From an optimization exercise on the open Yosys and OpenROAD flow, aimed at small area and a short achievable clock period; shortcuts taken in it are not production practice.
Where RTL was checked, it was by simulation tests only, not by an equivalence proof against the original.
Power is estimated from default activity; no workload was simulated.

// periph_top
module periph_top (
    input  logic        clk,
    input  logic        rst,
    input  logic        req_cyc,
    input  logic        req_stb,
    input  logic        req_we,
    input  logic [3:0]  req_adr,
    input  logic [3:0]  req_sel,
    input  logic [31:0] req_wdata,
    output logic [31:0] rdata,
    output logic        ack,
    input  logic [31:0] gpio_in,
    output logic [31:0] gpio_out,
    output logic [31:0] gpio_dir,
    input  logic [7:0]  ext_irq,
    input  logic        irq_ack,
    input  logic        irq_exit,
    output logic        cpu_irq
);
    logic wr_en;
    logic w_data, w_dir, w_cnt, w_irq, w_ie, w_if, w_max, w_ldlo, w_ldhi;
    assign wr_en  = req_cyc & req_stb & req_we;
    assign w_data = wr_en & (req_adr == 4'd0);
    assign w_dir  = wr_en & (req_adr == 4'd1);
    assign w_cnt  = wr_en & (req_adr == 4'd2) & req_sel[0];
    assign w_irq  = wr_en & (req_adr == 4'd4) & req_sel[0];
    assign w_ie   = wr_en & (req_adr == 4'd5) & req_sel[0];
    assign w_if   = wr_en & (req_adr == 4'd6) & req_sel[0];
    assign w_max  = wr_en & (req_adr == 4'd8);
    assign w_ldlo = wr_en & (req_adr == 4'd10);
    assign w_ldhi = wr_en & (req_adr == 4'd11);
    logic ack_q;
    logic rst_d;
    always_ff @(posedge clk) begin
        ack_q <= ~rst & req_stb;
        rst_d <= rst;
    end
    assign ack = req_cyc & ack_q;
    logic [63:0] counter;
    logic [63:0] sample;
    logic        szero;
    logic        clr;
    assign clr = w_cnt & req_wdata[1];
    logic        cinc_in;
    logic [15:0] cblk_ones;
    logic [16:0] cblk_cin;
    logic [64:0] cchain;
    logic [63:0] cinc;
    assign cinc_in = ~(w_ldlo | w_ldhi);
    assign cblk_cin[0] = cinc_in;
    for (genvar k = 0; k < 16; k++) begin : g_cblk
        assign cblk_ones[k] = &counter[4*k +: 4];
        assign cblk_cin[k+1] = cblk_cin[k] & cblk_ones[k];
        for (genvar j = 0; j < 4; j++) begin : g_cbit
            logic c;
            assign c = (j == 0) ? cblk_cin[k] : cchain[4*k+j];
            assign cchain[4*k+j+1] = c & counter[4*k+j];
            assign cinc[4*k+j] = counter[4*k+j] ^ c;
        end
    end
    always_ff @(posedge clk) begin
        for (int b = 0; b < 4; b++) begin
            if (rst | clr) begin
  ...
Size: about 1400 cells after synthesis, roughly 470 flip-flops, roughly 0.017 mm^2 of cells after synthesis.
==> flow/config.mk <==
export PLATFORM = sky130hd
export DESIGN_NAME = periph_top
export DESIGN_NICKNAME = periph_top
export VERILOG_FILES = /design/flow/design.v
export SDC_FILE = /design/flow/constraint.sdc
export NUM_CORES = 4
export LEC_CHECK = 0
export CAP_MARGIN = 20
export CORE_MARGIN = 2
export CORE_UTILIZATION = 60
export CTS_CLUSTER_DIAMETER = 60
export CTS_CLUSTER_SIZE = 30
export SETUP_SLACK_MARGIN = 2.5
export SLEW_MARGIN = 20
==> flow/constraint.sdc <==
create_clock -name core_clock -period 5.0 [get_ports {clk}]
set_input_delay 1.0000 -clock core_clock [delete_from_list [all_inputs] [get_ports {clk}]]
set_output_delay 1.0000 -clock core_clock [all_outputs]
set_load 0.01 [all_outputs]
standard.sh (not shown) runs the stock make flow with config.mk's settings and CLKGATE_MAP_FILE= SYNTH_SCRIPT=/design/flow/synth_recipe.tcl, a recipe that flattens the netlist after the stock synthesis.
==> flow/flow/run.sh <==
#!/bin/bash
# The standard layout, with every port buffered by a plain buf_1 instead of
# the delay buffer buffer_ports picks on its own; timing repair sizes them up
# where a path needs it.
set -euo pipefail
export BUFFER_PORTS_ARGS="-buffer_cell sky130_fd_sc_hd__buf_1"
bash standard.sh > standard.log 2>&1
The starting point went through all stages and came out clean.
==> next run, changes <==
--- a/flow/config.mk
+++ b/flow/config.mk
@@ -11,2 +10,0 @@
-export CTS_CLUSTER_DIAMETER = 60
-export CTS_CLUSTER_SIZE = 30
The changed run completed with no timing, DRC or antenna violations.
Via count increases by 2.4%.
Cell area rises by 3.8%.
Wire length came out higher by 4.4%.
Clock-buffer cell count climbs by 37.
Clock power rises by 29%.
Sequential cell count is unchanged.
Core utilization came out higher by 2.7 points.
Worst hold slack is about the same.
Area after synthesis does not change.
First-iteration DRC count grows by 9.3%.
Function was not checked in any run of this note: the RTL went through the layout flow alone.

========
Another version of the RTL of periph_top (not shown whole).
Size in the first run: ~1,600 cells after synthesis, roughly 470 flip-flops.
==> flow/config.mk <==
export PLATFORM = sky130hd
export DESIGN_NAME = periph_top
export DESIGN_NICKNAME = periph_top
export VERILOG_FILES = /design/flow/design.v
export SDC_FILE = /design/flow/constraint.sdc
export NUM_CORES = 4
export LEC_CHECK = 0
export CAP_MARGIN = 20
export CORE_MARGIN = 2
export CORE_UTILIZATION = 60
export CTS_CLUSTER_DIAMETER = 70
export CTS_CLUSTER_SIZE = 36
export SETUP_SLACK_MARGIN = 2.45
export SLEW_MARGIN = 20
==> flow/constraint.sdc <==
create_clock -name core_clock -period 5.0 [get_ports {clk}]
set_input_delay 1.0000 -clock core_clock [delete_from_list [all_inputs] [get_ports {clk}]]
set_output_delay 1.0000 -clock core_clock [all_outputs]
set_load 0.01 [all_outputs]
==> flow/flow/run.sh <==
#!/bin/bash
# The standard layout with two changes, both through ORFS's own hooks:
# every port is buffered by a plain buf_1 instead of the delay buffer that
# buffer_ports picks on its own (timing repair sizes them up where a path
# needs it), and after floorplanning cpu_irq.tcl rebuilds the cpu_irq gates
# in two levels. Each tool's full output stays in orfs/logs; make's in
# standard.log.
set -euo pipefail
here=$(pwd)
export BUFFER_PORTS_ARGS="-buffer_cell sky130_fd_sc_hd__buf_1"
export POST_FLOORPLAN_TCL="$here/flow/cpu_irq.tcl"
bash standard.sh > standard.log 2>&1
Other scripts of this flow, unchanged in this note and not shown: flow/flow/cpu_irq.tcl
The baseline completed with no timing, DRC or antenna violations.
Next try:
Settings changed: CORE_UTILIZATION 60 to 72, CTS_CLUSTER_DIAMETER 70 to 60, CTS_CLUSTER_SIZE 36 to 30, SETUP_SLACK_MARGIN 2.45 to 2.5.
What happened:
- core utilization went up by 15 points
- non-clock buffer count is higher by 4
- routed wire length increases by 4.5%
- power climbs by 2.5%
- die area fell by 16%
- cell area stays flat
- global-route usage climbs by 7.1 points
- clock power rises by about 5%
- combinational power rose by 6.6%
- hold slack gets worse by 9.5 ps
- via count rose by 5.6%
Next try:
Settings changed: CORE_UTILIZATION 72 to 60.
The changed run finished with timing, DRC and antenna clean.
Die area came out higher by 19%.
Utilization came out lower by 14 points.
Area after synthesis stays the same.
Power came out higher by 3.0%.
Critical path depth stays the same.
Worst setup slack gains 43 ps.
Maximum frequency came out higher by 1.6%.
Clock skew barely changes.
Next try:
Settings changed: CTS_CLUSTER_DIAMETER 60 to 65, CTS_CLUSTER_SIZE 30 to 33, SETUP_SLACK_MARGIN 2.5 to 2.45.
The changed run produced a clean layout.
Global-route usage goes up by 0.12 points.
Combinational power decreases by a few percent.
Power falls slightly.
Routed wire length goes down slightly.
Sequential power stays flat.
First-iteration DRC count is lower by a little under a tenth.
Die area is unchanged.
Synthesized cell count does not change.
Hold slack improves by 8.4 ps.
Via count is lower slightly.
Utilization goes down by 0.54 points.
Next try:
Settings changed: CTS_CLUSTER_DIAMETER 65 to 60, CTS_CLUSTER_SIZE 33 to 30, SETUP_SLACK_MARGIN 2.45 to 2.4.
Result: Clock-buffer cell count came out higher by 3. Hold slack loses 4.0 ps. Die area stays the same. Setup slack improved by 84 ps.

========
periph_top, a different RTL version from the one above (not shown whole).
For scale: roughly 17000 sq um of cells after synthesis.
Settings: LEC_CHECK=0, ABC_AREA=1, CAP_MARGIN=20, CORE_MARGIN=2, CORE_UTILIZATION=60, CTS_CLUSTER_DIAMETER=60, CTS_CLUSTER_SIZE=30, SETUP_SLACK_MARGIN=2.45, SLEW_MARGIN=20; clock period 5.0 ns.
Scripts as last shown in full above: flow/flow/run.sh
Other scripts of this flow, unchanged in this note and not shown: flow/flow/cpu_irq.tcl
Change:
--- a/flow/config.mk
+++ b/flow/config.mk
@@ -11,4 +11,5 @@
 export CORE_UTILIZATION = 60
-export CTS_CLUSTER_DIAMETER = 60
-export CTS_CLUSTER_SIZE = 30
+export CTS_CLUSTER_DIAMETER = 70
+export CTS_CLUSTER_SIZE = 36
+export GPL_TIMING_DRIVEN = 0
 export SETUP_SLACK_MARGIN = 2.45
Result: The new run passed the timing, design-rule and antenna checks. Synthesized area is unchanged. Wire length grows by 16%. Worst setup slack gets worse by 52 ps. Total power shrinks by 5.8%. Count of clock-buffer cells in the layout shrinks by 12. Via count grows by 4.5%. Clock skew grows by 7.7 ps. Non-clock buffer count grows by 60. First-iteration DRC count grows by 41%.
Change:
==> flow/config.mk (replaced) <==
export PLATFORM = sky130hd
export DESIGN_NAME = periph_top
export DESIGN_NICKNAME = periph_top
export VERILOG_FILES = /design/flow/design.v
export SDC_FILE = /design/flow/constraint.sdc
export NUM_CORES = 4
export LEC_CHECK = 0
export CAP_MARGIN = 20
export CORE_MARGIN = 2
export CORE_UTILIZATION = 60
export CTS_CLUSTER_DIAMETER = 60
export CTS_CLUSTER_SIZE = 30
export SETUP_SLACK_MARGIN = 2.5
export SLEW_MARGIN = 20
Global-route usage is lower by 4.5 points.
Synthesized cell count is lower by about 12%.
Power rose by about 18%.
Worst hold slack improved by 6.0 ps.
Routed wire length goes down by 14%.
Utilization went up by 1.7 points.
Flip-flop and latch count is unchanged.
Critical path depth went down by 13.
Clock-buffer cell count climbs by 15.
Change:
--- a/flow/config.mk
+++ b/flow/config.mk
@@ -7,8 +7,9 @@
 export LEC_CHECK = 0
+export ABC_AREA = 1
 export CAP_MARGIN = 20
 export CORE_MARGIN = 2
-export CORE_UTILIZATION = 60
-export CTS_CLUSTER_DIAMETER = 60
-export CTS_CLUSTER_SIZE = 30
-export SETUP_SLACK_MARGIN = 2.5
+export CORE_UTILIZATION = 70
+export CTS_CLUSTER_DIAMETER = 65
+export CTS_CLUSTER_SIZE = 33
+export SETUP_SLACK_MARGIN = 2.45
 export SLEW_MARGIN = 20
What happened: The changed run produced a clean layout. Global-route usage rises by 5.4 points. Cell area decreases by a few percent. Hold slack degrades by 11 ps. Synthesized area decreases slightly. Combinational power is lower by well over a third.
Change:
--- a/flow/config.mk
+++ b/flow/config.mk
@@ -10,6 +10,6 @@
 export CORE_MARGIN = 2
-export CORE_UTILIZATION = 70
-export CTS_CLUSTER_DIAMETER = 65
-export CTS_CLUSTER_SIZE = 33
-export SETUP_SLACK_MARGIN = 2.45
+export CORE_UTILIZATION = 60
+export CTS_CLUSTER_DIAMETER = 60
+export CTS_CLUSTER_SIZE = 30
+export SETUP_SLACK_MARGIN = 2.5
 export SLEW_MARGIN = 20
Effect: Wire length drops by 2.6%; power climbs by 9.0%; non-clock buffer count drops by 4; cell area climbs by 2.0%; hold slack hardly moves; synthesized area is unchanged; register-to-register slack gets better by 60 ps; count of clock-buffer cells in the layout climbs by 14; first-iteration DRC count drops by 24%; core utilization drops by 11 points.
Change:
--- a/flow/config.mk
+++ b/flow/config.mk
@@ -8,8 +8,8 @@
 export ABC_AREA = 1
-export CAP_MARGIN = 20
+export CAP_MARGIN = 5
 export CORE_MARGIN = 2
 export CORE_UTILIZATION = 60
-export CTS_CLUSTER_DIAMETER = 60
-export CTS_CLUSTER_SIZE = 30
-export SETUP_SLACK_MARGIN = 2.5
-export SLEW_MARGIN = 20
+export CTS_CLUSTER_DIAMETER = 65
+export CTS_CLUSTER_SIZE = 33
+export SETUP_SLACK_MARGIN = 2.45
+export SLEW_MARGIN = 5
Effect:
- routed wire length barely changes
- area after synthesis is unchanged
- count of clock-buffer cells in the layout drops by 14
- total power fell by 6.3%
- non-clock buffer count does not change
- core utilization is lower by 1.1 points
- worst setup slack gets better by 110 ps
- clock skew falls by 16 ps
- global-route usage is lower by 0.72 points
- clock power came out lower by about 15%
- cell area fell by 1.6%

========
Setup of the previous run:
Starting RTL as in the previous note.
Settings: LEC_CHECK=0, ABC_AREA=1, CAP_MARGIN=20, CORE_MARGIN=2, CORE_UTILIZATION=60, CTS_CLUSTER_DIAMETER=65, CTS_CLUSTER_SIZE=33, SETUP_SLACK_MARGIN=2.38, SLEW_MARGIN=20; clock period 5.0 ns.
Scripts as last shown in full above: flow/flow/run.sh
Other scripts of this flow, unchanged in this note and not shown: flow/flow/cpu_irq.tcl
Input-level comparison between the current run and the previous run:
- SETUP_SLACK_MARGIN changed from 2.38 to 2.45
Notes after the runs:
Compared with the previous run, the current run shows wire length that has gone up slightly. Per the comparison of the current run with the previous run, share of power burned in registers rose by 0.4 points, global-route usage rose by 0.51 points, final core area utilization rose by 0.81 points, initial antenna violation count fell by 1, row count stayed essentially flat. Of the two candidates, the previous run has the better total half-perimeter wirelength after legalization and detailed placement and the current run the worse one.

========
## amber
The RTL this note starts from:
==> flow/design.v <==
package periph_pkg;
    localparam int data_w    = 32;
    localparam int n_lanes   = data_w / 8;
    localparam int cnt_w     = 64;
    localparam int reg_idx_w = 4;
    localparam int n_ext_irq = 8;
    localparam int n_irq     = n_ext_irq + 1;
    localparam int irq_num_w = 4;
    localparam logic [reg_idx_w-1:0] reg_gpio_data   = 4'd0;
    localparam logic [reg_idx_w-1:0] reg_gpio_dir    = 4'd1;
    localparam logic [reg_idx_w-1:0] reg_counter_lo  = 4'd2;
    localparam logic [reg_idx_w-1:0] reg_counter_hi  = 4'd3;
    localparam logic [reg_idx_w-1:0] reg_irq_ctrl    = 4'd4;
    localparam logic [reg_idx_w-1:0] reg_timer_ie    = 4'd5;
    localparam logic [reg_idx_w-1:0] reg_timer_if    = 4'd6;
    localparam logic [reg_idx_w-1:0] reg_timer_value = 4'd7;
    localparam logic [reg_idx_w-1:0] reg_timer_max   = 4'd8;
    localparam logic [reg_idx_w-1:0] reg_irq_number  = 4'd9;
    localparam logic [reg_idx_w-1:0] reg_counter_ld_lo = 4'd10;
    localparam logic [reg_idx_w-1:0] reg_counter_ld_hi = 4'd11;
    typedef struct packed {
        logic                 cyc;
        logic                 stb;
        logic                 we;
        logic [reg_idx_w-1:0] adr;
        logic [n_lanes-1:0]   sel;
        logic [data_w-1:0]    wdata;
    } bus_req_s;
    typedef struct packed {
        logic               gpio_data;
        logic               gpio_dir;
        logic               counter_cmd;
        logic               irq_ctrl;
        logic               timer_ie;
        logic               timer_if_cmd;
        logic               timer_max;
        logic               counter_ld_lo;
        logic               counter_ld_hi;
        logic [n_lanes-1:0] lanes;
    } reg_wr_s;
    typedef struct packed {
        logic [data_w-3:0] rsvd;
        logic              clear;
        logic              sample;
    } counter_cmd_s;
    typedef struct packed {
        logic [data_w-3:0] rsvd;
        logic              reload;
        logic              flag_clr;
    } timer_cmd_s;
    typedef union packed {
        logic [data_w-1:0] word;
        counter_cmd_s      counter;
        timer_cmd_s        timer;
    } cmd_word_u;
    typedef struct packed {
        logic [cnt_w-1:0]  counter_sample;
        logic [data_w-1:0] value;
        logic [data_w-1:0] max;
        logic              flag;
        logic              enable;
    } timer_stat_s;
    typedef struct packed {
        logic                 in_service;
        logic [irq_num_w-1:0] number;
    } irq_stat_s;
    function automatic logic [data_w-1:0] merge_bytes(
        input logic [data_w-1:0]  old_word,
        input logic [data_w-1:0]  new_word,
        input logic [n_lanes-1:0] lanes
    );
        logic [data_w-1:0] result;
        result = old_word;
        for (int b = 0; b < n_lanes; b++) begin
            if (lanes[b]) begin
                result[b*8 +: 8] = new_word[b*8 +: 8];
            end
        end
        merge_bytes = result;
    endfunction
endpackage
`timescale 1ns/100ps
module periph_top (
    input  logic        clk,
    input  logic        rst,
    input  logic        req_cyc,
    input  logic        req_stb,
    input  logic        req_we,
    input  logic [3:0]  req_adr,
    input  logic [3:0]  req_sel,
    input  logic [31:0] req_wdata,
    output logic [31:0] rdata,
    output logic        ack,
    input  logic [31:0] gpio_in,
    output logic [31:0] gpio_out,
    output logic [31:0] gpio_dir,
    input  logic [7:0]  ext_irq,
    input  logic        irq_ack,
    input  logic        irq_exit,
    output logic        cpu_irq
);
    logic wr_en;
    logic w_data, w_dir, w_cnt, w_irq, w_ie, w_if, w_max, w_ldlo, w_ldhi;
    assign wr_en  = req_cyc & req_stb & req_we;
    assign w_data = wr_en & (req_adr == 4'd0);
    assign w_dir  = wr_en & (req_adr == 4'd1);
    assign w_cnt  = wr_en & (req_adr == 4'd2) & req_sel[0];
    assign w_irq  = wr_en & (req_adr == 4'd4) & req_sel[0];
    assign w_ie   = wr_en & (req_adr == 4'd5) & req_sel[0];
    assign w_if   = wr_en & (req_adr == 4'd6) & req_sel[0];
    assign w_max  = wr_en & (req_adr == 4'd8);
    assign w_ldlo = wr_en & (req_adr == 4'd10);
    assign w_ldhi = wr_en & (req_adr == 4'd11);
    logic ack_q;
    logic rst_d;
    always_ff @(posedge clk) begin
        ack_q <= ~rst & req_stb;
        rst_d <= rst;
    end
    assign ack = req_cyc & ack_q;
    logic [63:0] counter;
    logic [63:0] sample;
    logic        szero;
    logic        clr;
    assign clr = w_cnt & req_wdata[1];
    always_ff @(posedge clk) begin
        if (rst | clr) begin
            counter <= '0;
        end else if (w_ldlo) begin
            counter[31:0] <= periph_pkg::merge_bytes(counter[31:0], req_wdata, req_sel);
        end else if (w_ldhi) begin
            counter[63:32] <= periph_pkg::merge_bytes(counter[63:32], req_wdata, req_sel);
        end else begin
            counter <= counter + 64'd1;
        end
    end
    always_ff @(posedge clk) begin
        if (rst | clr) begin
            szero <= 1'b1;
        end else if (w_cnt & req_wdata[0]) begin
            szero <= 1'b0;
            sample <= counter;
        end
    end
    logic [31:0] value;
    logic [31:0] max_q;
    logic [31:0] max_eff;
    logic [3:0]  mzero;
    logic        flag;
    logic        enable;
    logic        expired;
    logic        timer_irq;
    assign expired = rst_d | (value == '0);
    always_comb begin
        for (int b = 0; b < 4; b++) begin
            max_eff[b*8 +: 8] = mzero[b] ? 8'd0 : max_q[b*8 +: 8];
        end
    end
    always_ff @(posedge clk) begin
        for (int b = 0; b < 4; b++) begin
            if (rst) begin
                mzero[b] <= 1'b1;
            end else if (w_max & req_sel[b]) begin
                mzero[b] <= 1'b0;
            end
            if (w_max & req_sel[b]) begin
                max_q[b*8 +: 8] <= req_wdata[b*8 +: 8];
            end
        end
    end
    always_ff @(posedge clk) begin
        if ((w_if & req_wdata[1]) | expired) begin
            value <= max_eff;
        end else begin
            value <= value - 32'd1;
        end
    end
    always_ff @(posedge clk) begin
        if (rst) begin
            flag <= 1'b0;
            enable <= 1'b0;
        end else begin
            if (w_ie) begin
                enable <= req_wdata[0];
            end
            if (w_if & req_wdata[0]) begin
                flag <= 1'b0;
            end else if (expired) begin
                flag <= 1'b1;
            end
        end
    end
    assign timer_irq = flag & enable;
    logic [31:0] data_q;
    logic [31:0] dir_q;
    logic [31:0] dir_s1;
    logic [31:0] in_s;
    logic [31:0] out_s;
    logic [31:0] data_wr;
    logic        rst_any;
    assign data_wr = w_data ? periph_pkg::merge_bytes(data_q, req_wdata, req_sel) : data_q;
    assign rst_any = rst | rst_d;
    always_ff @(posedge clk) begin
        if (rst) begin
            data_q <= '0;
            dir_q <= '0;
        end else begin
            if (w_dir) begin
                dir_q <= periph_pkg::merge_bytes(dir_q, req_wdata, req_sel);
            end
            data_q <= (dir_q & in_s) | (~dir_q & data_wr);
        end
    end
    always_ff @(posedge clk) begin
        dir_s1 <= dir_q;
        in_s <= gpio_in;
        out_s <= data_q;
    end
    always_ff @(posedge clk) begin
        if (rst_any) begin
            gpio_dir <= '0;
            gpio_out <= '0;
        end else begin
            gpio_dir <= dir_s1;
            gpio_out <= (dir_q & gpio_out) | (~dir_q & out_s);
        end
    end
    logic [8:0] sources;
    logic [3:0] pick;
    logic       pending;
    logic [3:0] number;
    logic       req_q;
    logic       in_service;
    logic [3:0] number_n;
    logic       req_n;
    logic       in_service_n;
    logic [8:0] en;
    assign sources = {timer_irq, ext_irq};
    always_comb begin
        pending = 1'b0;
        pick = '0;
        for (int i = 0; i < 9; i++) begin
            if (sources[i]) begin
                pending = 1'b1;
                pick = 4'(i);
            end
        end
    end
    always_comb begin
        req_n = req_q;
        number_n = number;
        in_service_n = in_service;
        if (irq_ack) begin
            req_n = 1'b0;
            in_service_n = 1'b1;
        end else if (!req_q && !in_service && pending) begin
            req_n = 1'b1;
            number_n = pick;
        end
        if (irq_exit) begin
            in_service_n = 1'b0;
        end
        if (w_irq) begin
            in_service_n = req_wdata[0];
        end
        if (rst) begin
            req_n = 1'b0;
            number_n = '0;
            in_service_n = 1'b0;
        end
    end
    always_ff @(posedge clk) begin
        req_q <= req_n;
        number <= number_n;
        in_service <= in_service_n;
        for (int i = 0; i < 9; i++) begin
            en[i] <= req_n & ~in_service_n & (number_n == 4'(i));
        end
    end
    assign cpu_irq = |(en & sources);
    logic [31:0] rd_word;
    always_comb begin
        case (req_adr)
            4'd0: rd_word = data_q;
            4'd1: rd_word = dir_q;
            4'd2: rd_word = szero ? 32'd0 : sample[31:0];
            4'd3: rd_word = szero ? 32'd0 : sample[63:32];
            4'd4: rd_word = {31'b0, in_service};
            4'd5: rd_word = {31'b0, enable};
            4'd6: rd_word = {31'b0, flag};
            4'd7: rd_word = rst_d ? 32'd0 : value;
            4'd8: rd_word = max_eff;
            4'd9: rd_word = {26'b0, number, 2'b00};
            default: rd_word = '0;
        endcase
    end
    always_ff @(posedge clk) begin
        rdata <= rd_word;
    end
endmodule
clock: 5.0 ns
lec_check: 0
cap_margin: 20
core_margin: 2
core_utilization: 60
cts_buf_list: sky130_fd_sc_hd__clkbuf_8
setup_slack_margin: 1.5
slew_margin: 20
run.sh (not shown) runs the stock make flow with config.mk's settings and CLKGATE_MAP_FILE= SYNTH_SCRIPT=/design/flow/synth_recipe.tcl, a recipe that flattens the netlist after the stock synthesis.
Stock flow here: none of the scripts above is used.
> inputs changed (amber -> raven)
- CTS_BUF_LIST removed (was sky130_fd_sc_hd__clkbuf_8)
- SETUP_SLACK_MARGIN changed from 1.5 to 2.5
==> flow/flow/run.sh (new file) <==
#!/bin/bash
# The standard layout, with every port buffered by a plain buf_1 instead of
# the delay buffer buffer_ports picks on its own; timing repair sizes them up
# where a path needs it.
set -euo pipefail
export BUFFER_PORTS_ARGS="-buffer_cell sky130_fd_sc_hd__buf_1"
bash standard.sh > standard.log 2>&1
==> flow/standard.sh (new file) <==
#!/bin/bash
# synth_recipe.tcl (not shown) runs the flow's synth.tcl, then flattens the netlist and writes it again
# the make line also repeats each setting of config.mk as NAME=value (left out here)
make -C /OpenROAD-flow-scripts/flow DESIGN_CONFIG=/design/flow/config.mk WORK_HOME=/design/flow/orfs CLKGATE_MAP_FILE= SYNTH_SCRIPT=/design/flow/synth_recipe.tcl "${@:-finish}"
removed: flow/run.sh
==> summary.txt <==
From amber to raven the numbers moved as follows: maximum clock frequency went up; length of routed wiring on met1 grew by 2.1%.
Delta(power drawn by the combinational cells, raven - amber) > 0
On final worst hold slack, raven does better than amber.
Number of fillers in the final layout ended up 4.0% higher on raven than on amber.
Function was not checked in any run of this note: the RTL went through the layout flow alone.

what the ideal ports hide:
The results above use ideal ports. As a check the final layouts listed here were re-extracted and re-timed, cells and wires unchanged.
Step 1, drivers: a clkbuf_16 drives clk and a buf_2 each remaining input, both assumed.
Step 2 times the ports against the registers' clock, not the clock port: input delays grow and output delays shrink by t, the midpoint of the rising clock arrivals with the driver on.
a / b / c = no drivers / after step 1 / after step 2; a / b = the first two.
| run | t, ns | setup WS [ns] | worst setup path after step 2 | worst slew at a driven data input, ns | cell pins on the clock port's net |
|---|---|---|---|---|---|
| the first run of note 1 | 0.569 | 2.129 / 2.145 / 1.576 | input to register | 0.07 | 1 |
| the second run of note 1 | 0.587 | 2.147 / 2.155 / 1.567 | input to register | 0.08 | 1 |
| the first run of note 2 | 0.622 | 2.274 / 2.235 / 1.908 | input to register | 0.07 | 1 |
| the second run of note 2 | 0.641 | 2.323 / 2.290 / 1.885 | input to register | 0.06 | 1 |
| the third run of note 2 | 0.579 | 2.366 / 2.318 / 1.951 | input to register | 0.08 | 1 |
| the fourth run of note 2 | 0.581 | 2.270 / 2.230 / 1.974 | input to register | 0.07 | 1 |
| the fifth run of note 2 | 0.581 | 2.353 / 2.310 / 1.855 | input to register | 0.05 | 1 |
| the first run of note 3 | 0.581 | 2.384 / 2.348 / 1.854 | input to register | 0.07 | 1 |
| the second run of note 3 | 0.627 | 2.332 / 2.331 / 1.705 | input to register | 0.08 | 1 |
| the third run of note 3 | 0.573 | 2.414 / 2.370 / 1.849 | input to register | 0.09 | 1 |
| the fourth run of note 3 | 0.613 | 2.371 / 2.364 / 1.770 | input to register | 0.08 | 1 |
| the fifth run of note 3 | 0.591 | 2.287 / 2.312 / 1.721 | input to register | 0.07 | 1 |
| the sixth run of note 3 | 0.619 | 2.394 / 2.355 / 1.829 | input to register | 0.07 | 1 |
| the previous run | 0.620 | 2.339 / 2.301 / 1.796 | input to register | 0.07 | 1 |
| the current run | 0.619 | 2.394 / 2.355 / 1.829 | input to register | 0.07 | 1 |
| amber | 0.653 | 1.662 / 1.641 / 1.198 | input to register | 0.11 | 1 |
| raven | 0.599 | 2.293 / 2.250 / 1.948 | input to register | 0.07 | 1 |
After both steps setup and hold are still met in every run listed. The setup slack of the second run of note 3, which loses most, moves by -0.001 ns with the drivers and by -0.627 ns with both steps.
